Context: an optimization exercise on an open-source flow, tuned for small area, a short achievable clock period and few clock cycles per item. The choices shown serve that exercise and are no tape-out recipe.
Where RTL was checked, it was by simulation tests only, not by an equivalence proof against the original.
Function not checked in runs 3 and 4: the RTL went through the layout flow alone.

==> flow/design.v (outline; a module is shown in full before it is edited, if it fits) <==
// module sdc_div: 82 lines
// module sdc_sq3: 1144 lines
// module step_detector_cadence_core: 166 lines
module step_detector_cadence_core #(
   parameter int COUNT_WIDTH = sdc_pkg::COUNT_WIDTH_DEF
) (
   input  logic                                  clock,
   input  logic                                  reset,
   input  logic                                  csr_we,
   input  logic [sdc_pkg::CSR_IDX_W-1:0]         csr_index,
   input  logic [sdc_pkg::CSR_DATA_W-1:0]        csr_wdata,
   input  logic                                  req_valid,
   output logic                                  req_stall,
   input  logic signed [sdc_pkg::ACCEL_W-1:0]    req_accel_x,
   input  logic signed [sdc_pkg::ACCEL_W-1:0]    req_accel_y,
   input  logic signed [sdc_pkg::ACCEL_W-1:0]    req_accel_z,
   input  logic [sdc_pkg::TIME_W-1:0]            req_time_ms,
   input  logic                                  req_clear_count,
   output logic                                  rsp_valid,
   input  logic                                  rsp_stall,
   output logic                                  rsp_stepped,
   output logic [sdc_pkg::STEP_COUNT_W-1:0]      rsp_step_count,
   output logic [sdc_pkg::CAD_W-1:0]             rsp_cadence
);
  // ...
==> flow/run.sh <==
#!/bin/bash
# synth_recipe.tcl (not shown) runs the flow's synth.tcl, then flattens the netlist and writes it again
# the make line also repeats each setting of config.mk as NAME=value (left out here)
make -C /OpenROAD-flow-scripts/flow DESIGN_CONFIG=/design/flow/config.mk WORK_HOME=/design/flow/orfs CLKGATE_MAP_FILE= SYNTH_SCRIPT=/design/flow/synth_recipe.tcl finish
==> flow/config.mk <==
export PLATFORM = sky130hd
export DESIGN_NAME = step_detector_cadence_core
export DESIGN_NICKNAME = step_detector_cadence_core
export VERILOG_FILES = /design/flow/design.v
export SDC_FILE = /design/flow/constraint.sdc
export NUM_CORES = 4
export LEC_CHECK = 0
export CAP_MARGIN = 20
export CORE_MARGIN = 2
export CORE_UTILIZATION = 40
export SLEW_MARGIN = 20
==> flow/constraint.sdc <==
create_clock -name core_clock -period 9.0 [get_ports {clock}]
set_input_delay 1.8000 -clock core_clock [delete_from_list [all_inputs] [get_ports {clock}]]
set_output_delay 1.8000 -clock core_clock [all_outputs]
set_load 0.01 [all_outputs]
==> flow_summary.ini, run 1 <==
[logic_synthesis]
synthAdderAreaFrac_pct = 29.6
syn-cell-area_um2 = 38300
synth_compound_area_share_pct = 14.0
ys_warn_count = 2

[clock_tree]
clkSlewWorstSetupHoldPaths_ns = 0.06
clock_latency_ns = 0.65
cts_tree = done

[drt]
highest_layer = met5
viasPerCell = 5.25
drt-met1-wl_um = 50500
routed-wl-met2_um = 49300

[floorplan]
core_um2 = 95000
io_pins = 149
dieWidth_um = 314

[outcome]
status = complete, no violations

[finish]
seq_share_pct = 21.7
finalInstanceArea_um2 = 43000
nMultiInputCombCells = 3216
fillers = 9354
multi_input_area_um2 = 26200

[global_routing]
gr-total-overflow = 0
grt_max_degree = 76
grt_usage_pct = 22.2

[setup_path]
path_max_fanout = 15
r2r_slack_ns = 0.90
reg2reg_to = u_div.rem_ff[1]
required_ns = 9.36
slowest_delay_ns = 0.50

[timing]
hold_violations = 0
setup_violations = 0

[placement]
gp_congestion = 0.916
placed_area_um2 = 41200
Testbench counts, summed over its fixed seeds: cycles 13,809, items 12,000.
==> run 2, diff against run 1 <==
--- a/flow/config.mk
+++ b/flow/config.mk
@@ -7,2 +7,3 @@
 export LEC_CHECK = 0
+export ABC_CLOCK_PERIOD_IN_PS = 6000
 export CAP_MARGIN = 20
@@ -10,2 +11,3 @@
 export CORE_UTILIZATION = 40
+export SETUP_SLACK_MARGIN = 2.5
 export SLEW_MARGIN = 20
==> flow_summary.ini, run 2 <==
[outcome]
status = complete, no violations

[clock_tree]
cts_tree = done
numCtsBuffers = 52
clkSlewWorstSetupHoldPaths_ns = 0.06
cts_max_path_buffers = 3
clock_latency_ns = 0.65
cts-htree-levels = 2
clock_sinks = 405
root_buffer = clkbuf_16

[placement]
gp_congestion = 0.895
io_buffers = 148
post-dp-hpwl_um = 82700
placed_area_um2 = 41300

[logic_synthesis]
yosys_register_bits = 405
syn-cell-area_um2 = 38300
ys_warn_count = 2
yosys.area.top_type_share_pct = 20.2
avgSynthCellArea_um2 = 8.77
synth_area_leaders = fa_1, dfxtp_1, edfxtp_1
syn_inst = 4368
synthFlopType = dfxtp_1
ys_types = 89
yosys.area.top_type = fa_1
ys_seq_area_share_pct = 24.3
synth_edf_count = 122
yosysMostFrequentCell = nand2_1
syn_nets = 5147
synth_common_cells = nand2_1, inv_1, fa_1
async_flop_share_pct = 0

[finish]
fillers = 9099
drive_gt1_share_pct = 13.0
area_delta_synth_final_pct = 18.5
final_nets = 5343
finalInstanceArea_um2 = 45400
final_common_cell = nand2_1
final_cell_mix = nand2_1, inv_1, fa_1
final_util_pct = 47.8
reg_top3 = last_ff (32), t1_ff (32), t2_ff (32)

[floorplan]
fp.dieH_um = 314
start_util_pct = 40.3
rows = 113
core_um2 = 95000
dieWidth_um = 314
die_area_um2 = 98300
io_pins = 149

[drt]
num_vias = 31100
drtIter0Drc = 2066
viasPerCell = 5.29
dr.pass1.iters = 5
drc_errors = 0
wire_per_inst_um = 19.0
ant_nets = 0
totalWireLength_um = 111000

[timing]
tightest_slew_ns = 1.01
relSlewSlack_pct = 32.1
tns_ns = 0
fin_crit_ns = 7.23
hold_slack_ns = 0.420
slew_violations = 0
fmax_mhz = 138
finalCritPeriodShare_pct = 80.3
hold_violations = 0
fin_skew_ns = 0.0368
rsz0062_at_grt = true
setup_violations = 0

[hold_path]
hold_end = clr2_ff
hold_depth = 0
hp-class = register to register
hp-start = clr1_ff

[global_routing]
grt_usage_pct = 22.6
busiest_layer = met2
met2_usage_pct = 36.1
grt_pass1_vias = 31400
grt_pass1_wl_um = 176000
grt_use_met3_pct = 4.36
antenna_found_initial = 13
grt_max_degree = 74
gr-total-overflow = 0
met1_usage_pct = 31.0

[setup_path]
r2r-start = d2_ff[3]
path_max_fanout = 7
r2r_slack_ns = 1.77
worst_setup_path_start_kind = register
critPathKind = register to register
cp.arrival_ns = 7.74
worstRegToRegCells = 31
endpoint_kind = register
slowest_delay_ns = 0.50
reg2reg_to = u_div.rem_ff[0]
required_ns = 9.51
slowest_stage = or4_4

[run]
cap_violations = 0
run 2: layer usage:
layer	wire, um	part of all wire (%)	up-vias
met4	3170	2.8	16
met2	50400	45	769
met5	108	0.097	-
met1	50900	46	15200
met3	6930	6.2	173
li1	-	-	14900
run 2: cell type report:
class / count / area, um^2 / share of cell area [%]
antenna: 7 / 17.5 / 0.0386
clock inverter: 23 / 265 / 0.584
clock buffer: 75 / 1500 / 3.30
sequential: 405 / 9370 / 20.6
inverter: 559 / 2110 / 4.65
tap: 1265 / 1580 / 3.49
timing repair buffer: 325 / 3010 / 6.63
multi-input combinational: 3221 / 27500 / 60.7
run 2: cells by family (layout without fill, tap and decap cells):
logic type	Yosys count	in the layout	synth area share, %
simple gates	1420	1423	17.9
compound gates	841	843	14.0
buf+inv	747	982	7.40
fa+ha+maj	674	674	29.6
flops	405	405	24.3
xor+xnor	186	186	4.25
mux	95	95	2.59
other cells	0	7	0
run 2: critical path: cells and delay by family, from the launching register on:
family | cells | cell delay, ns
multiplexers | 3 | 0.92
flip-flops | 1 | 0.36
AO/OA/AOI/OAI | 9 | 1.67
buffers and inverters | 4 | 0.46
adder cells (fa/ha/maj) | 3 | 0.85
AND/OR/NAND/NOR | 12 | 2.79
run 2: worst max-delay path by stage:
stage / startpoint / endpoint / slack, ns
after floorplan: u_div.ph_ff[2] / u_div.rem_ff[4] / 1.92
after global placement: u_div.ph_ff[3] / u_div.rem_ff[0] / 0.79
after detailed placement: u_div.ph_ff[4] / u_div.rem_ff[0] / 0.65
after CTS: x_ff[12] / lt_ff / 1.76
after global routing: d2_ff[13] / u_div.rem_ff[0] / 1.50
final: d2_ff[3] / u_div.rem_ff[0] / 1.77
run 2: per-stage QoR:
step | std cells | setup WS (ns)
3_3_place_gp | 5639 | 0.791
2_1_floorplan | 4368 | 1.92
3_5_place_dp | 5640 | 0.647
5_1_grt | 5877 | 1.50
6_report | 5880 | 1.77
4_1_cts | 5828 | 1.76
run 2: timing repair:
action                                  4_1_cts  5_1_grt
buffers inserted                             86       42
endpoints found under the setup margin       63       59
hold buffers                                  0        0
cloned                                        4        2
pin swaps                                    72       77
gates resized for setup                     135      147
==> module sdc_div, before the edit <==
module sdc_div (
   input  logic        clock,
   input  logic        load,       
   input  logic [15:0] d_ld,
   input  logic        step,       
   input  logic [15:0] d,          
   input  logic        sat,        
   input  logic [16:0] cad,        
   output logic        done,
   output logic [16:0] cad_new
);
   logic [5:0]  ph_ff;             
   logic [15:0] rem_ff;
   logic [24:0] acc_ff;            
   logic [2:0]  q_ff;              
   logic [16:0] lo_ld;
   logic        qa, qb;
   logic [8:0]  ra, r2b;
   logic [9:0]  db;
   assign lo_ld = 17'h06000 + {2'b0, d_ld[15:1]};
   assign qa    = d_ld <= 16'd234;
   assign ra    = qa ? 9'(9'd234 - 9'(d_ld)) : 9'd234;
   assign r2b   = {ra[7:0], lo_ld[15]};
   assign db    = {1'b0, r2b} - 10'(d_ld);
   assign qb    = (d_ld[15:9] == 7'd0) && !db[9];
   logic [16:0] lo;
   assign lo = 17'h06000 + {2'b0, d[15:1]};
   logic [2:0]  nb;
   always_comb begin
      nb = ({3{ph_ff[0]}} & lo[14:12]) | ({3{ph_ff[1]}} & lo[11:9]) | ({3{ph_ff[2]}} & lo[8:6])
         | ({3{ph_ff[3]}} & lo[5:3]) | ({3{ph_ff[4]}} & lo[2:0]);
   end
   function automatic logic [16:0] dstep(input logic [15:0] r, input logic b,
                                         input logic [15:0] dv);
      logic [16:0] s;
      logic [17:0] df;
      s  = {r, b};
      df = {1'b0, s} - {2'b0, dv};
      dstep = df[17] ? {1'b0, s[15:0]} : {1'b1, df[15:0]};
   endfunction
   logic [16:0] o1, o2, o3;
   logic [2:0]  q;
   assign o1 = dstep(rem_ff, nb[2], d);
   assign o2 = dstep(o1[15:0], nb[1], d);
   assign o3 = dstep(o2[15:0], nb[0], d);
   assign q  = sat ? 3'b111 : {o1[16], o2[16], o3[16]};
   function automatic logic [9:0] m77(input logic [2:0] v);
      case (v)
         3'd0: m77 = 10'd0;   3'd1: m77 = 10'd77;  3'd2: m77 = 10'd154; 3'd3: m77 = 10'd231;
         3'd4: m77 = 10'd308; 3'd5: m77 = 10'd385; 3'd6: m77 = 10'd462; default: m77 = 10'd539;
      endcase
   endfunction
   function automatic logic [10:0] m179(input logic [2:0] v);
      case (v)
         3'd0: m179 = 11'd0;   3'd1: m179 = 11'd179; 3'd2: m179 = 11'd358;  3'd3: m179 = 11'd537;
         3'd4: m179 = 11'd716; 3'd5: m179 = 11'd895; 3'd6: m179 = 11'd1074; default: m179 = 11'd1253;
      endcase
   endfunction
   logic [2:0]  dch;
   logic [24:0] dterm;
   assign dch = ({3{ph_ff[0]}} & cad[14:12]) | ({3{ph_ff[1]}} & cad[11:9])
              | ({3{ph_ff[2]}} & cad[8:6]) | ({3{ph_ff[3]}} & cad[5:3]) | ({3{ph_ff[4]}} & cad[2:0]);
   assign dterm = 25'(m179(dch)) + (ph_ff[0] ? 25'(m179({1'b0, cad[16:15]})) << 3 : 25'd0)
                + (ph_ff[2] ? 25'd2 : 25'd0);
   logic [24:0] acc_q;
   assign acc_q = acc_ff + 25'(m77(q_ff));
   always_ff @(posedge clock) begin
      if (load) begin
         ph_ff  <= 6'b000001;
         rem_ff <= {7'd0, qb ? db[8:0] : r2b};
         acc_ff <= 25'(m77({1'b0, qa, (qb || d_ld < 16'd118)}));
         q_ff   <= '0;
      end else if (step && !done) begin
         ph_ff  <= ph_ff << 1;
         rem_ff <= o3[15:0];
         acc_ff <= (acc_q << 3) + dterm;
         q_ff   <= q;
      end
   end
   assign done    = ph_ff[5];
   assign cad_new = acc_q[24:8];
endmodule
==> module step_detector_cadence_core, before the edit <==
module step_detector_cadence_core #(
   parameter int COUNT_WIDTH = sdc_pkg::COUNT_WIDTH_DEF
) (
   input  logic                                  clock,
   input  logic                                  reset,
   input  logic                                  csr_we,
   input  logic [sdc_pkg::CSR_IDX_W-1:0]         csr_index,
   input  logic [sdc_pkg::CSR_DATA_W-1:0]        csr_wdata,
   input  logic                                  req_valid,
   output logic                                  req_stall,
   input  logic signed [sdc_pkg::ACCEL_W-1:0]    req_accel_x,
   input  logic signed [sdc_pkg::ACCEL_W-1:0]    req_accel_y,
   input  logic signed [sdc_pkg::ACCEL_W-1:0]    req_accel_z,
   input  logic [sdc_pkg::TIME_W-1:0]            req_time_ms,
   input  logic                                  req_clear_count,
   output logic                                  rsp_valid,
   input  logic                                  rsp_stall,
   output logic                                  rsp_stepped,
   output logic [sdc_pkg::STEP_COUNT_W-1:0]      rsp_step_count,
   output logic [sdc_pkg::CAD_W-1:0]             rsp_cadence
);
   localparam logic [COUNT_WIDTH-1:0] COUNT_MAX = '1;
   logic [14:0] thr_ff, mrg_ff;
   logic [15:0] minv_ff, maxv_ff, idle_ff;
   logic [29:0] nthr2_ff, nlvl2_ff;    
   logic        rearm_ff;              
   logic [1:0]  sq_ff;                 
   logic        v1_ff;
   logic [15:0] x_ff, y_ff, z_ff;
   logic [31:0] t1_ff;
   logic        clr1_ff;
   logic        v2_ff, gt_ff, lt_ff, clr2_ff, inr_ff, idl_ff, sat_ff;
   logic [31:0] t2_ff;
   logic [15:0] d2_ff;
   logic                   rsp_valid_ff, stepped_ff, latched_ff, have_ff;
   logic [COUNT_WIDTH-1:0] cnt_ff;
   logic [31:0]            last_ff;
   logic [16:0]            cad_ff;
   logic [31:0] sa, sb, gs, gc, ls, lc, gr, lr, nt, nl;
   sdc_sq3 u_sq (.x(x_ff), .y(y_ff), .z(z_ff), .sa(sa), .sb(sb));
   assign nt = {2'b11, nthr2_ff};
   assign nl = {2'b11, nlvl2_ff} | {32{sq_ff[1] ^ sq_ff[0]}};
   assign gs = sa ^ sb ^ nt;
   assign gc = (sa & sb) | (sa & nt) | (sb & nt);
   assign ls = sa ^ sb ^ nl;
   assign lc = (sa & sb) | (sa & nl) | (sb & nl);
   assign gr = gs + {gc[30:0], 1'b0};
   assign lr = ls + {lc[30:0], 1'b1};
   logic        hit2;
   logic [31:0] last_c, d1;
   assign hit2   = gt_ff && !latched_ff;
   assign last_c = (v2_ff && hit2) ? t2_ff : last_ff;
   assign d1     = t1_ff - last_c;
   logic upd, commit, adv2, adv1, accept, div_done;
   logic [16:0] cad_div;
   assign upd    = hit2 && have_ff && inr_ff;
   assign commit = v2_ff && !(rsp_valid_ff && rsp_stall) && !(upd && !div_done);
   assign adv2   = !v2_ff || commit;
   assign adv1   = !v1_ff || adv2;
   assign req_stall = !adv1 || (sq_ff != 2'd0);
   assign accept = req_valid && !req_stall;
   sdc_div u_div (
      .clock   (clock),
      .load    (adv2),
      .d_ld    (d1[15:0]),
      .step    (v2_ff),
      .d       (d2_ff),
      .sat     (sat_ff),
      .cad     (cad_ff),
      .done    (div_done),
      .cad_new (cad_div)
   );
   logic [15:0] lvl_d;
   assign lvl_d = {1'b0, thr_ff} - {1'b0, mrg_ff};
   always_ff @(posedge clock) begin
      if (reset) begin
         thr_ff  <= 15'd3072;
         mrg_ff  <= 15'd256;
         minv_ff <= 16'd200;
         maxv_ff <= 16'd3000;
         idle_ff <= 16'd2500;
         nthr2_ff <= ~30'd9437184;
         nlvl2_ff <= ~30'd7929856;
         rearm_ff <= 1'b1;
         sq_ff   <= 2'd0;
      end else begin
         if (sq_ff == 2'd2) nthr2_ff <= ~lr[29:0];
         if (sq_ff == 2'd1) begin
            nlvl2_ff <= ~lr[29:0];
            rearm_ff <= mrg_ff < thr_ff;
         end
         if (sq_ff != 2'd0) sq_ff <= sq_ff - 2'd1;
         if (csr_we) begin
            case (csr_index)
               3'd0: begin thr_ff <= csr_wdata[14:0]; sq_ff <= 2'd3; end
               3'd1: begin mrg_ff <= csr_wdata[14:0]; sq_ff <= 2'd3; end
               3'd2: minv_ff <= csr_wdata;
               3'd3: maxv_ff <= csr_wdata;
               3'd4: idle_ff <= csr_wdata;
               default: ;
            endcase
         end
      end
      if (reset) v1_ff <= 1'b0;
      else if (adv1) v1_ff <= accept;
      if (sq_ff == 2'd3) begin
         x_ff <= {1'b0, thr_ff};
         y_ff <= '0;
         z_ff <= '0;
      end else if (sq_ff == 2'd2) begin
         x_ff <= lvl_d[15] ? 16'd0 : lvl_d;
         y_ff <= '0;
         z_ff <= '0;
      end else if (adv1) begin
         x_ff    <= req_accel_x;
         y_ff    <= req_accel_y;
         z_ff    <= req_accel_z;
      end
      if (adv1) begin
         t1_ff   <= req_time_ms;
         clr1_ff <= req_clear_count;
      end
      if (reset) v2_ff <= 1'b0;
      else if (adv2) v2_ff <= v1_ff;
      if (adv2) begin
         gt_ff   <= !(gr[31] && gr[30]);
         lt_ff   <= lr[31] && lr[30] && rearm_ff;
         clr2_ff <= clr1_ff;
         t2_ff   <= t1_ff;
         d2_ff   <= d1[15:0];
         inr_ff  <= (d1 > {16'd0, minv_ff}) && (d1 < {16'd0, maxv_ff});
         idl_ff  <= d1 > {16'd0, idle_ff};
         sat_ff  <= d1[15:0] < 16'd118;
      end
      if (reset) begin
         rsp_valid_ff <= 1'b0;
         latched_ff   <= 1'b0;
         have_ff      <= 1'b0;
         cnt_ff       <= '0;
         last_ff      <= '0;
         cad_ff       <= '0;
      end else if (commit) begin
         rsp_valid_ff <= 1'b1;
         stepped_ff   <= hit2;
         latched_ff   <= (latched_ff || hit2) && !lt_ff;
         if (hit2) begin
            last_ff <= t2_ff;
            have_ff <= 1'b1;
         end
         if (clr2_ff)
            cnt_ff <= COUNT_WIDTH'(hit2);
         else if (hit2 && cnt_ff != COUNT_MAX)
            cnt_ff <= cnt_ff + 1'b1;
         if (upd)
            cad_ff <= cad_div;
         else if (!hit2 && idl_ff)
            cad_ff <= '0;
      end else if (!rsp_stall) begin
         rsp_valid_ff <= 1'b0;
      end
   end
   assign rsp_valid      = rsp_valid_ff;
   assign rsp_stepped    = stepped_ff;
   assign rsp_step_count = sdc_pkg::STEP_COUNT_W'(cnt_ff);
   assign rsp_cadence    = cad_ff;
endmodule
==> run 3, diff against run 2 <==
--- a/flow/design.v
+++ b/flow/design.v
@@ -46,3 +46,3 @@
 );
-   logic [5:0]  ph_ff;             
+   logic [2:0]  cnt_ff;
    logic [15:0] rem_ff;
@@ -62,7 +62,16 @@
    assign lo = 17'h06000 + {2'b0, d[15:1]};
-   logic [2:0]  nb;
+   logic [2:0]  nb, dlo;
+   logic [4:0]  dch;
+   logic [24:0] rnd;
    always_comb begin
-      nb = ({3{ph_ff[0]}} & lo[14:12]) | ({3{ph_ff[1]}} & lo[11:9]) | ({3{ph_ff[2]}} & lo[8:6])
-         | ({3{ph_ff[3]}} & lo[5:3]) | ({3{ph_ff[4]}} & lo[2:0]);
+      case (cnt_ff)
+         3'd0:    begin nb = lo[14:12]; dch = cad[16:12];        rnd = 25'd0; end
+         3'd1:    begin nb = lo[11:9];  dch = {2'b0, cad[11:9]}; rnd = 25'd0; end
+         3'd2:    begin nb = lo[8:6];   dch = {2'b0, cad[8:6]};   rnd = 25'd2; end
+         3'd3:    begin nb = lo[5:3];   dch = {2'b0, cad[5:3]};   rnd = 25'd0; end
+         default: begin nb = lo[2:0];   dch = {2'b0, cad[2:0]};   rnd = 25'd0; end
+      endcase
    end
+   logic [15:0] r0, r1, r2, r3;
+   logic [2:0]  q;
    function automatic logic [16:0] dstep(input logic [15:0] r, input logic b,
@@ -76,37 +85,22 @@
    logic [16:0] o1, o2, o3;
-   logic [2:0]  q;
-   assign o1 = dstep(rem_ff, nb[2], d);
-   assign o2 = dstep(o1[15:0], nb[1], d);
-   assign o3 = dstep(o2[15:0], nb[0], d);
+   assign r0 = rem_ff;
+   assign o1 = dstep(r0, nb[2], d);
+   assign r1 = o1[15:0];
+   assign o2 = dstep(r1, nb[1], d);
+   assign r2 = o2[15:0];
+   assign o3 = dstep(r2, nb[0], d);
+   assign r3 = o3[15:0];
    assign q  = sat ? 3'b111 : {o1[16], o2[16], o3[16]};
-   function automatic logic [9:0] m77(input logic [2:0] v);
-      case (v)
-         3'd0: m77 = 10'd0;   3'd1: m77 = 10'd77;  3'd2: m77 = 10'd154; 3'd3: m77 = 10'd231;
-         3'd4: m77 = 10'd308; 3'd5: m77 = 10'd385; 3'd6: m77 = 10'd462; default: m77 = 10'd539;
-      endcase
-   endfunction
-   function automatic logic [10:0] m179(input logic [2:0] v);
-      case (v)
-         3'd0: m179 = 11'd0;   3'd1: m179 = 11'd179; 3'd2: m179 = 11'd358;  3'd3: m179 = 11'd537;
-         3'd4: m179 = 11'd716; 3'd5: m179 = 11'd895; 3'd6: m179 = 11'd1074; default: m179 = 11'd1253;
-      endcase
-   endfunction
-   logic [2:0]  dch;
-   logic [24:0] dterm;
-   assign dch = ({3{ph_ff[0]}} & cad[14:12]) | ({3{ph_ff[1]}} & cad[11:9])
-              | ({3{ph_ff[2]}} & cad[8:6]) | ({3{ph_ff[3]}} & cad[5:3]) | ({3{ph_ff[4]}} & cad[2:0]);
-   assign dterm = 25'(m179(dch)) + (ph_ff[0] ? 25'(m179({1'b0, cad[16:15]})) << 3 : 25'd0)
-                + (ph_ff[2] ? 25'd2 : 25'd0);
    logic [24:0] acc_q;
-   assign acc_q = acc_ff + 25'(m77(q_ff));
+   assign acc_q = acc_ff + 25'(7'd77 * q_ff);
    always_ff @(posedge clock) begin
       if (load) begin
-         ph_ff  <= 6'b000001;
+         cnt_ff <= '0;
          rem_ff <= {7'd0, qb ? db[8:0] : r2b};
-         acc_ff <= 25'(m77({1'b0, qa, (qb || d_ld < 16'd118)}));
+         acc_ff <= 25'(7'd77 * {qa, (qb || d_ld < 16'd118)});
          q_ff   <= '0;
       end else if (step && !done) begin
-         ph_ff  <= ph_ff << 1;
-         rem_ff <= o3[15:0];
-         acc_ff <= (acc_q << 3) + dterm;
+         cnt_ff <= cnt_ff + 1'b1;
+         rem_ff <= r3;
+         acc_ff <= (acc_q << 3) + 25'(8'd179 * dch) + rnd;
          q_ff   <= q;
@@ -114,3 +108,3 @@
    end
-   assign done    = ph_ff[5];
+   assign done    = cnt_ff == 3'd5;
    assign cad_new = acc_q[24:8];
@@ -1301,6 +1295,7 @@
    logic [16:0]            cad_ff;
-   logic [31:0] sa, sb, gs, gc, ls, lc, gr, lr, nt, nl;
+   logic [31:0] m, sa, sb, gs, gc, ls, lc, gr, lr, nt, nl;
    sdc_sq3 u_sq (.x(x_ff), .y(y_ff), .z(z_ff), .sa(sa), .sb(sb));
+   assign m  = sa + sb;
    assign nt = {2'b11, nthr2_ff};
-   assign nl = {2'b11, nlvl2_ff} | {32{sq_ff[1] ^ sq_ff[0]}};
+   assign nl = {2'b11, nlvl2_ff};
    assign gs = sa ^ sb ^ nt;
@@ -1349,5 +1344,5 @@
       end else begin
-         if (sq_ff == 2'd2) nthr2_ff <= ~lr[29:0];
+         if (sq_ff == 2'd2) nthr2_ff <= ~m[29:0];
          if (sq_ff == 2'd1) begin
-            nlvl2_ff <= ~lr[29:0];
+            nlvl2_ff <= ~m[29:0];
             rearm_ff <= mrg_ff < thr_ff;
--- a/flow/config.mk
+++ b/flow/config.mk
@@ -7,3 +7,2 @@
 export LEC_CHECK = 0
-export ABC_CLOCK_PERIOD_IN_PS = 6000
 export CAP_MARGIN = 20
@@ -11,3 +10,2 @@
 export CORE_UTILIZATION = 40
-export SETUP_SLACK_MARGIN = 2.5
 export SLEW_MARGIN = 20
==> flow_summary.ini, run 3 <==
[drt]
viasPerCell = 5.28
drc_errors = 0
drtIter0Drc = 2263
num_vias = 30000
ant_nets = 0
totalWireLength_um = 103000
wire_per_inst_um = 18.2
dr.pass1.iters = 5

[finish]
area_delta_synth_final_pct = 11.6
final_util_pct = 45.2
finalInstanceArea_um2 = 43000
final_nets = 5205
final_cell_mix = nand2_1, inv_1, fa_1
drive_gt1_share_pct = 4.61
reg_top3 = last_ff (32), t1_ff (32), t2_ff (32)
num_antenna_cells = 0
final_common_cell = nand2_1
instances_no_fill = 5688

[timing]
relSlewSlack_pct = 25.1
fin_skew_ns = 0.0211
fmax_mhz = 121
slew_violations = 0
setup_violations = 0
fin_crit_ns = 8.24
finalCritPeriodShare_pct = 91.6
hold_violations = 0
tightest_slew_ns = 1.12
hold_slack_ns = 0.423

[global_routing]
antenna_found_initial = 1
gr-total-overflow = 0
grt_max_degree = 92
grt_usage_pct = 21.1
grt_pass1_wl_um = 166000
grt_pass1_vias = 30300

[logic_synthesis]
syn-cell-area_um2 = 38500
synth_mux_area_share_pct = 1.88
synthFlopType = dfxtp_1
yosys.area.top_type_share_pct = 19.9
syn_nets = 5133
ys_types = 87
synth_common_cells = nand2_1, inv_1, fa_1
async_flop_share_pct = 0
yosys.area.top_type = fa_1
yosysMostFrequentCell = nand2_1
synthSimpleGateAreaFrac_pct = 17.7
synthAdderAreaFrac_pct = 30.8
ys_seq_area_share_pct = 24.5
ys_warn_count = 2
synth_area_leaders = fa_1, dfxtp_1, ha_1
synth_compound_area_share_pct = 14.5
syn_inst = 4310
avgSynthCellArea_um2 = 8.93
synth_top_family_by_area = adder cells
yosys_register_bits = 402
synth-xor-area-share_pct = 4.46
synth_edf_count = 137

[placement]
post-dp-hpwl_um = 80200
placed_cells = 5595
io_buffers = 148
gp_congestion = 0.897
placed_area_um2 = 41300

[setup_path]
path_max_fanout = 15
reg2reg_to = u_div.rem_ff[15]
cp.arrival_ns = 8.71
crit_path_end = u_div.rem_ff[15]
worst_setup_path_start_kind = register
critPathLaunch = u_div.cnt_ff[2]
r2r-start = u_div.cnt_ff[2]
worstRegToRegCells = 34
r2r_slack_ns = 0.76
required_ns = 9.46
critPathKind = register to register
endpoint_kind = register
slowest_delay_ns = 0.42
slowest_stage = mux2_2

[clock_tree]
root_buffer = clkbuf_16
cts_max_path_buffers = 3
cts_setup_buffers = 0
cts-htree-levels = 2
numCtsBuffers = 50
clkSlewWorstSetupHoldPaths_ns = 0.06
cts_tree = done
clock_sinks = 402
clock_latency_ns = 0.62

[floorplan]
rows = 113
fp.dieH_um = 314
core_um2 = 95200
start_util_pct = 40.5
io_pins = 149
dieWidth_um = 314
die_area_um2 = 98800

[hold_path]
hp-class = register to register

[run]
cap_violations = 0

[outcome]
status = complete, no violations
[run 3: cell types whose count changed after synthesis, moves of 23 or more]
cell      before  now
nand2_1      571  527
a211o_1        9   51
ha_1         287  335
o211ai_1      46   10
nor2_1       238  287
inv_1        557  453
a22oi_1       22   45
a21o_1        62   87
[run 3: worst min-delay path by stage]
| stage | start | end | slack (ns) | depth (start not counted) |
|---|---|---|---|---|
| after floorplan | clr1_ff | clr2_ff | 0.40 | 0 |
| after global placement | clr1_ff | clr2_ff | 0.40 | 0 |
| after detailed placement | clr1_ff | clr2_ff | 0.41 | 0 |
| after CTS | clr1_ff | clr2_ff | 0.42 | 0 |
| after global routing | clr1_ff | clr2_ff | 0.44 | 0 |
| final | clr1_ff | clr2_ff | 0.42 | 0 |
[run 3: stage by stage]
stage,setup WS [ns],setup TNS (ns)
final,0.756,0
after global routing,-0.0451,-0.124
after floorplan,1.33,0
after detailed placement,0.369,0
after global placement,0.622,0
after CTS,0.332,0
[run 3: layout make-up]
| type | instances | area, um^2 |
|---|---|---|
| clock buffer | 60 | 1330 |
| clock inverter | 33 | 319 |
| fill | 9293 | 52200 |
| inverter | 456 | 1710 |
| multi-input combinational | 3271 | 26700 |
| sequential | 402 | 9420 |
| tap | 1265 | 1580 |
| timing repair buffer | 201 | 1880 |
[run 3: logic make-up after synthesis]
family          count (synthesis)
fa+ha+maj                     718
compound gates                879
flops                         402
mux                            70
simple gates                 1408
buf+inv                       637
xor+xnor                      196
[run 3: worst max-delay path: cells and delay by family, from the launching register on]
kind | cells | cell delay [ns]
compound gates | 16 | 3.67
simple gates | 7 | 1.25
fa+ha+maj | 4 | 1.10
mux | 3 | 0.95
buf+inv | 4 | 0.76
flops | 1 | 0.36
[run 3: what timing repair did]
item / 4_1_cts / 5_1_grt
setup endpoints to repair: 0 / 17
hold buffers: 0 / 0
gates resized for setup: 0 / 5
[run 3: per-layer routing]
metal	wire length [um]	GRT usage (%)	vias to the layer above
li1	-	-	14600
met1	47700	29.3	14600
met2	48200	35.1	644
met3	4850	2.38	123
met4	2460	5.26	0
met5	0	0	-
==> run 4, diff against run 3 <==
--- a/flow/design.v
+++ b/flow/design.v
@@ -35,6 +35,7 @@
 `timescale 1ns / 1ps
-module sdc_div (
+module sdc_div #(
+   parameter int K = 3
+) (
    input  logic        clock,
-   input  logic        load,       
-   input  logic [15:0] d_ld,
+   input  logic        init,       
    input  logic        step,       
@@ -46,66 +47,51 @@
 );
-   logic [2:0]  cnt_ff;
-   logic [15:0] rem_ff;
-   logic [24:0] acc_ff;            
-   logic [2:0]  q_ff;              
-   logic [16:0] lo_ld;
-   logic        qa, qb;
-   logic [8:0]  ra, r2b;
-   logic [9:0]  db;
-   assign lo_ld = 17'h06000 + {2'b0, d_ld[15:1]};
-   assign qa    = d_ld <= 16'd234;
-   assign ra    = qa ? 9'(9'd234 - 9'(d_ld)) : 9'd234;
-   assign r2b   = {ra[7:0], lo_ld[15]};
-   assign db    = {1'b0, r2b} - 10'(d_ld);
-   assign qb    = (d_ld[15:9] == 7'd0) && !db[9];
-   logic [16:0] lo;
-   assign lo = 17'h06000 + {2'b0, d[15:1]};
-   logic [2:0]  nb, dlo;
-   logic [4:0]  dch;
-   logic [24:0] rnd;
+   localparam int NIT = (17 + K - 1) / K;
+   localparam int NB  = NIT * K;
+   localparam logic [23:0] NUM_HI = 24'd15360000 & ~24'h1FFFF;    
+   localparam int CW = $clog2(NIT + 1);
+   logic [CW-1:0] cnt_ff;
+   logic [15:0]   rem_ff;
+   logic [25:0]   acc_ff;
+   logic [NB+7:0] num;
+   assign num = (NB+8)'(NUM_HI) + (NB+8)'(17'h06000 + {1'b0, d[15:1]});
+   logic [15:0]   r;
+   logic [16:0]   r2, diff;
+   logic [K-1:0]  q;
+   logic [K-1:0]  dch;
+   logic [25:0]   add;
+   integer        i, bi;
    always_comb begin
-      case (cnt_ff)
-         3'd0:    begin nb = lo[14:12]; dch = cad[16:12];        rnd = 25'd0; end
-         3'd1:    begin nb = lo[11:9];  dch = {2'b0, cad[11:9]}; rnd = 25'd0; end
-         3'd2:    begin nb = lo[8:6];   dch = {2'b0, cad[8:6]};   rnd = 25'd2; end
-         3'd3:    begin nb = lo[5:3];   dch = {2'b0, cad[5:3]};   rnd = 25'd0; end
-         default: begin nb = lo[2:0];   dch = {2'b0, cad[2:0]};   rnd = 25'd0; end
-      endcase
+      r   = rem_ff;
+      q   = '0;
+      dch = '0;
+      for (i = 0; i < K; i = i + 1) begin
+         bi   = NB - 1 - K * int'(cnt_ff) - i;
+         r2   = {r, num[bi]};
+         diff = r2 - {1'b0, d};
+         q[K-1-i] = sat ? (bi <= 16) : (r2 >= {1'b0, d});
+         r    = (r2 >= {1'b0, d}) ? diff[15:0] : r2[15:0];
+         dch[K-1-i] = (bi <= 16) ? cad[bi] : 1'b0;
+      end
    end
-   logic [15:0] r0, r1, r2, r3;
-   logic [2:0]  q;
-   function automatic logic [16:0] dstep(input logic [15:0] r, input logic b,
-                                         input logic [15:0] dv);
-      logic [16:0] s;
-      logic [17:0] df;
-      s  = {r, b};
-      df = {1'b0, s} - {2'b0, dv};
-      dstep = df[17] ? {1'b0, s[15:0]} : {1'b1, df[15:0]};
-   endfunction
-   logic [16:0] o1, o2, o3;
-   assign r0 = rem_ff;
-   assign o1 = dstep(r0, nb[2], d);
-   assign r1 = o1[15:0];
-   assign o2 = dstep(r1, nb[1], d);
-   assign r2 = o2[15:0];
-   assign o3 = dstep(r2, nb[0], d);
-   assign r3 = o3[15:0];
-   assign q  = sat ? 3'b111 : {o1[16], o2[16], o3[16]};
-   logic [24:0] acc_q;
-   assign acc_q = acc_ff + 25'(7'd77 * q_ff);
+   logic [25:0] rnd;
+   always_comb begin
+      rnd = '0;
+      for (int c = 0; c < NIT; c++)
+         if (int'(cnt_ff) == c && (NB - K * c - K) <= 7 && 7 <= (NB - 1 - K * c))
+            rnd = 26'(1) << (7 - (NB - K * c - K));
+   end
+   assign add = 26'(77) * 26'(q) + 26'(179) * 26'(dch) + rnd;
    always_ff @(posedge clock) begin
-      if (load) begin
+      if (init) begin
          cnt_ff <= '0;
-         rem_ff <= {7'd0, qb ? db[8:0] : r2b};
-         acc_ff <= 25'(7'd77 * {qa, (qb || d_ld < 16'd118)});
-         q_ff   <= '0;
+         rem_ff <= 16'(num >> NB);
+         acc_ff <= '0;
       end else if (step && !done) begin
          cnt_ff <= cnt_ff + 1'b1;
-         rem_ff <= r3;
-         acc_ff <= (acc_q << 3) + 25'(8'd179 * dch) + rnd;
-         q_ff   <= q;
+         rem_ff <= r;
+         acc_ff <= (acc_ff << K) + add;
       end
    end
-   assign done    = cnt_ff == 3'd5;
-   assign cad_new = acc_q[24:8];
+   assign done    = (int'(cnt_ff) == NIT);
+   assign cad_new = acc_ff[24:8];
 endmodule
@@ -1281,4 +1267,3 @@
    logic [15:0] minv_ff, maxv_ff, idle_ff;
-   logic [29:0] nthr2_ff, nlvl2_ff;    
-   logic        rearm_ff;              
+   logic [29:0] thr2_ff, lvl2_ff;      
    logic [1:0]  sq_ff;                 
@@ -1295,13 +1280,5 @@
    logic [16:0]            cad_ff;
-   logic [31:0] m, sa, sb, gs, gc, ls, lc, gr, lr, nt, nl;
+   logic [31:0] m, sa, sb;
    sdc_sq3 u_sq (.x(x_ff), .y(y_ff), .z(z_ff), .sa(sa), .sb(sb));
-   assign m  = sa + sb;
-   assign nt = {2'b11, nthr2_ff};
-   assign nl = {2'b11, nlvl2_ff};
-   assign gs = sa ^ sb ^ nt;
-   assign gc = (sa & sb) | (sa & nt) | (sb & nt);
-   assign ls = sa ^ sb ^ nl;
-   assign lc = (sa & sb) | (sa & nl) | (sb & nl);
-   assign gr = gs + {gc[30:0], 1'b0};
-   assign lr = ls + {lc[30:0], 1'b1};
+   assign m = sa + sb;
    logic        hit2;
@@ -1319,6 +1296,5 @@
    assign accept = req_valid && !req_stall;
-   sdc_div u_div (
+   sdc_div #(.K(3)) u_div (
       .clock   (clock),
-      .load    (adv2),
-      .d_ld    (d1[15:0]),
+      .init    (adv2),
       .step    (v2_ff),
@@ -1339,12 +1315,8 @@
          idle_ff <= 16'd2500;
-         nthr2_ff <= ~30'd9437184;
-         nlvl2_ff <= ~30'd7929856;
-         rearm_ff <= 1'b1;
+         thr2_ff <= 30'd9437184;
+         lvl2_ff <= 30'd7929856;
          sq_ff   <= 2'd0;
       end else begin
-         if (sq_ff == 2'd2) nthr2_ff <= ~m[29:0];
-         if (sq_ff == 2'd1) begin
-            nlvl2_ff <= ~m[29:0];
-            rearm_ff <= mrg_ff < thr_ff;
-         end
+         if (sq_ff == 2'd2) thr2_ff <= m[29:0];
+         if (sq_ff == 2'd1) lvl2_ff <= m[29:0];
          if (sq_ff != 2'd0) sq_ff <= sq_ff - 2'd1;
@@ -1383,4 +1355,4 @@
       if (adv2) begin
-         gt_ff   <= !(gr[31] && gr[30]);
-         lt_ff   <= lr[31] && lr[30] && rearm_ff;
+         gt_ff   <= m > {2'b0, thr2_ff};
+         lt_ff   <= m < {2'b0, lvl2_ff};
          clr2_ff <= clr1_ff;
==> flow_summary.ini, run 4 <==
[global_routing]
antenna_found_initial = 3
grt_pass1_vias = 29700
grt_pass1_wl_um = 162000
gr-total-overflow = 0
grt_max_degree = 127
grt_usage_pct = 21.5

[clock_tree]
cts_tree = done
root_buffer = clkbuf_16
numCtsBuffers = 49
clkSlewWorstSetupHoldPaths_ns = 0.06
cts-htree-levels = 2
cts_hold_buffers = 0
clock_latency_ns = 0.63
cts_max_path_buffers = 3
clock_sinks = 398

[timing]
finalCritPeriodShare_pct = 128
hold_violations = 0
setup_ws_ns = -2.54
slew_violations = 0
setup_violations = 23
rsz0062_at_grt = true
relSlewSlack_pct = 26.2
fin_crit_ns = 11.54
tightest_slew_ns = 1.10
tns_ns = -48.51
fmax_mhz = 86.6
fin_skew_ns = 0.0231

[finish]
num_antenna_cells = 0
final_nets = 5293
final_cell_mix = nand2_1, inv_1, a21oi_1
final_common_cell = nand2_1
area_delta_synth_final_pct = 20.5
finalInstanceArea_um2 = 43800
reg_top3 = last_ff (32), t1_ff (32), t2_ff (32)
drive_gt1_share_pct = 12.7
fillers = 8708

[outcome]
so_faults = setup timing
status = failed layout checks

[setup_path]
critPathKind = register to register
r2r_slack_ns = -2.54
slowest_stage = fa_2
path_max_fanout = 6
crit_buf_inv = 5
worstRegToRegCells = 57
required_ns = 9.52
worst_setup_path_start_kind = register
crit_cells = 57
cp.arrival_ns = 12.06
endpoint_kind = register
critPathTopFamily = compound AO/OA/AOI/OAI gates
slowest_delay_ns = 0.57

[drt]
wire_per_inst_um = 17.4
viasPerCell = 5.17
totalWireLength_um = 100000
drc_errors = 0
dr.pass1.iters = 6
num_vias = 29800
ant_nets = 0
drtIter0Drc = 1814

[logic_synthesis]
ys_types = 82
ys_warn_count = 2
synth_edf_count = 111
synth_common_cells = nand2_1, inv_1, a21oi_1
yosys.area.top_type = fa_1
yosys_register_bits = 398
syn-cell-area_um2 = 36300
ys_seq_area_share_pct = 25.0
avgSynthCellArea_um2 = 8.69
syn_nets = 4924
yosysMostFrequentCell = nand2_1
syn_inst = 4178
yosys.area.top_type_share_pct = 18.1
synthFlopType = dfxtp_1
async_flop_share_pct = 0
synth_area_leaders = fa_1, dfxtp_1, ha_1

[floorplan]
die_area_um2 = 93200
rows = 110
dieWidth_um = 305
core_um2 = 90000
io_pins = 149
fp.dieH_um = 305
start_util_pct = 40.4

[placement]
dp_slack_ns = -2.88
post-dp-hpwl_um = 77900
gp_congestion = 0.911
io_buffers = 148
placed_area_um2 = 41300

[run]
cap_violations = 0

[hold_path]
hold_depth = 0
hp-class = register to register
-- run 4: cell count changes in the layout (fill, tap and decap cells not counted), moves of 26 or more --
cell      delta
inv_1       +68
edfxtp_1    -26
nor2_1     -105
buf_4      +280
ha_1        -39
a21oi_1     +29
a211o_1     -35
nand2_1    +112
fa_1        -60
a21o_1      -31
-- run 4: cells by family (layout without fill, tap and decap cells) --
| kind of cell | Yosys count | in the layout | share of synthesized area [%] |
|---|---|---|---|
| muxes | 88 | 88 | 3.18 |
| adders and majority gates | 641 | 641 | 28.9 |
| xor gates and xnor gates | 168 | 168 | 4.05 |
| buffers and inverters | 704 | 1114 | 7.30 |
| and+or+nand+nor | 1373 | 1373 | 17.9 |
| AOI/OAI and AO/OA | 806 | 806 | 13.7 |
| DFF | 398 | 398 | 25.0 |
-- run 4: final cells by class --
type / instances / area [um^2] / area share [%]
Multi-Input combinational cell: 3076 / 25300 / 57.7
Sequential cell: 398 / 9090 / 20.8
Timing Repair Buffer: 493 / 4130 / 9.43
Inverter: 529 / 1990 / 4.55
Tap cell: 1176 / 1470 / 3.36
Clock buffer: 59 / 1330 / 3.03
Clock inverter: 33 / 526 / 1.20
-- run 4: metal layers --
layer  track usage (%)  vias to the layer above  wire length (um)
met5                 0                        -                21
met4              5.13                        4              2100
met3              3.06                      125              6010
met2              33.5                      718             44100
met1              31.4                    14400             48100
li1                  -                    14600                 -
-- run 4: path summary, 6_finish.rpt --
kind                                       from               end
worst min register to register          clr1_ff           clr2_ff
worst max-delay path            u_div.cnt_ff[1]  u_div.acc_ff[17]
worst min-delay path                    clr1_ff           clr2_ff
worst max register to register  u_div.cnt_ff[1]  u_div.acc_ff[17]
-- run 4: timing repair --
| item | in CTS | in global routing |
|---|---|---|
| gates resized for setup | 49 | 24 |
| pin swaps | 60 | 55 |
| buffers inserted | 20 | 15 |
| endpoints found under the setup margin | 24 | 27 |
| hold endpoints to repair | 0 | 0 |
-- run 4: worst reg2reg max path: cells and delay by family (launching register included) --
family	cells	cell delay, ns
muxes	3	0.88
and+or+nand+nor	11	1.47
DFF	1	0.36
xor gates and xnor gates	3	0.36
buffers and inverters	5	0.28
adders and majority gates	12	3.82
AOI/OAI and AO/OA	23	4.24
-- run 4: metrics by stage --
step,instances,utilization (%),hold WS [ns]
6_report,5764,48.6,0.423
3_3_place_gp,5641,45.9,0.410
4_1_cts,5753,48.4,0.427
5_1_grt,5764,48.6,0.433
3_5_place_dp,5641,45.9,0.411
2_1_floorplan,4178,-,0.400

==> re-timing with driven ports <==
Ports are ideal in the flow. The routed layouts listed here were re-timed in OpenROAD.
Step 1 sets driving cells, clkbuf_16 on the clock port and buf_2 on the other inputs (assumed; they add their load-dependent delay and slew).
Step 2, shift: input delay + t, output delay - t, t = (earliest + latest rising clock arrival at the registers) / 2. This alone moves slack from input paths to output paths.
Three values: ideal ports, drivers, drivers and shift; two values: the first two.
run	shift t [ns]	setup WS [ns]	clock arrival spread, ns
run 1	0.707	0.897 / 0.897 / 0.897	0.038 / 0.038
run 2	0.702	1.771 / 1.771 / 1.771	0.039 / 0.039
run 3	0.682	0.756 / 0.756 / 0.756	0.021 / 0.021
run 4	0.688	-2.542 / -2.542 / -2.542	0.027 / 0.026
